Background: an optimization exercise with open tools, aiming at small area, a short achievable clock period and few clock cycles. Do not read the settings as production practice.
Function was checked by simulation only, so behaviour that the tests miss may differ from the original.
Power and IR drop assume default switching activity.

Design line_edit_buffer, start of the top module:
module line_edit_buffer (
    input  logic               i_clk,
    input  logic               i_rst_n,
    input  logic               i_cmd_valid,
    output logic               o_cmd_ready,
    input  logic [3:0]         i_cmd_kind,
    input  logic [7:0]         i_cmd_char_in,
    output logic               o_res_valid,
    input  logic               i_res_ready,
    output logic               o_res_accepted,
    output logic [6:0]         o_res_cursor_col,
    output logic [6:0]         o_res_line_length,
    output logic [15:0]        o_res_line_number,
    output logic               o_res_char_valid,
    output logic [7:0]         o_res_char_out,
    output logic               o_res_last
);
    localparam int CAP = lineb_pkg::LINE_CAP;
    localparam int NK = 9;
    logic          r_a_v, b_v, r_rdy, n_a_v, n_b_v;
    logic [NK-1:0] r_a_k, a_k_in;
    logic [3:0]    r_b_kind, a_kind_in;
    logic [7:0]    r_a_ch, r_b_ch;
    logic          take_in;
    logic          fire;        
    assign b_v         = !r_rdy;
    assign o_cmd_ready = r_rdy;
    assign take_in     = i_cmd_valid && r_rdy;
    always_comb begin
        n_a_v = r_a_v;
        n_b_v = b_v;
        if (!r_a_v || fire) begin
            n_a_v = b_v || take_in;
            n_b_v = 1'b0;
        end else if (take_in) begin
            n_b_v = 1'b1;
        end
    end
  ...
Size: roughly 3,300 cells after synthesis, roughly 630 flip-flops, about 59 I/O pins.
==> flow/config.mk <==
export PLATFORM = sky130hd
export DESIGN_NAME = line_edit_buffer
export DESIGN_NICKNAME = line_edit_buffer
export VERILOG_FILES = /design/flow/design.v
export SDC_FILE = /design/flow/constraint.sdc
export NUM_CORES = 4
export LEC_CHECK = 0
export CAP_MARGIN = 20
export CORE_MARGIN = 2
export CORE_UTILIZATION = 35
export SETUP_SLACK_MARGIN = 2.8
export SLEW_MARGIN = 20
export SYNTH_HIERARCHICAL = 1
==> flow/constraint.sdc <==
create_clock -name core_clock -period 5.0 [get_ports {i_clk}]
set_input_delay 1.0000 -clock core_clock [delete_from_list [all_inputs] [get_ports {i_clk}]]
set_output_delay 1.0000 -clock core_clock [all_outputs]
set_load 0.01 [all_outputs]
standard.sh (not shown) runs the stock make flow with config.mk's settings and CLKGATE_MAP_FILE= SYNTH_SCRIPT=/design/flow/synth_recipe.tcl, a recipe that flattens the netlist after the stock synthesis.
==> flow/flow/run.sh <==
#!/bin/bash
# The standard layout (standard.sh), with two changes:
# - the input and output ports are buffered with buf_2 cells. The default pick,
#   clkdlybuf4s50_1, is a slow delay cell, and the platform's footprint-matched resizing
#   cannot swap it for a faster buffer later.
# - clock tree synthesis clusters up to 20 sinks within 80 um per leaf buffer and adds no
#   dummy loads: about half the clock buffers of the default, with the same insertion delay
#   and flip-flop clock slews near 90 ps.
# The whole make output goes to run_standard.log here; ORFS keeps each step's log under orfs/logs.
set -euo pipefail
export BUFFER_PORTS_ARGS="-buffer_cell sky130_fd_sc_hd__buf_2"
export CTS_ARGS="-sink_clustering_enable -repair_clock_nets -sink_clustering_size 20 -sink_clustering_max_diameter 80 -dont_use_dummy_load"
bash standard.sh > run_standard.log 2>&1
Testbench counts at the start, summed over its fixed seeds: cycles 21,059.
Then changed:
--- a/flow/design.v
+++ b/flow/design.v
@@ -357,20 +357,20 @@
             assign l1 = cell_q[g-1];
         end else begin : g_l1z
             assign l1 = 8'd0;
         end
         if (g >= 5) begin : g_l5
             assign l5 = cell_q[g-5];
         end else begin : g_l5z
-            assign l5 = 8'd0;
+            assign l5 = cell_q[g];
         end
         if (g < CAP - 1) begin : g_r1
             assign r1 = cell_q[g+1];
         end else begin : g_r1z
-            assign r1 = 8'd0;
+            assign r1 = cell_q[g];
         end
         lineb_sel u_sel (
             .i_nge      (nge[g]),
             .i_nge1     (nge[g+1]),
             .i_nge5     (nge[g+5]),
             .i_nop_ins  (r_nop_ins),
             .i_nop_tab  (r_nop_tab),
Utilization is lower by 0.27 points.
Synthesized cell count stays the same.
Via count is lower by 0.49%.
Worst setup slack is better by 0.0049 ns.
Power is higher by 0.86%.
Synthesized area is unchanged.
Testbench counts after the change, summed over its fixed seeds: cycles 21,059.

-- port drivers added, routing unchanged --
The flow's constraints put no driver on any port. The routed layouts listed below were extracted and timed again, unchanged, in two steps.
Step 1 (the two cells are an assumption about what drives the block):
set clk [get_ports {i_clk}]
set_driving_cell -lib_cell sky130_fd_sc_hd__clkbuf_16 $clk
set_driving_cell -lib_cell sky130_fd_sc_hd__buf_2 [delete_from_list [all_inputs] $clk]
Step 2 times the ports against the registers' clock, not the clock port: input delays grow and output delays shrink by t, the midpoint of the rising clock arrivals with the driver on.
Three values: ideal ports, drivers, drivers and shift; two values: the first two.
run | shift t [ns] | setup slack, ns | pins driven straight from the clock port
the first run | 0.662 | 2.806 / 2.756 / 2.261 | 1
the second run | 0.653 | 2.811 / 2.744 / 2.315 | 1
After both steps every run listed still meets setup and hold. The setup slack of the first run, which loses most, moves by -0.050 ns with the drivers and by -0.545 ns with both steps.
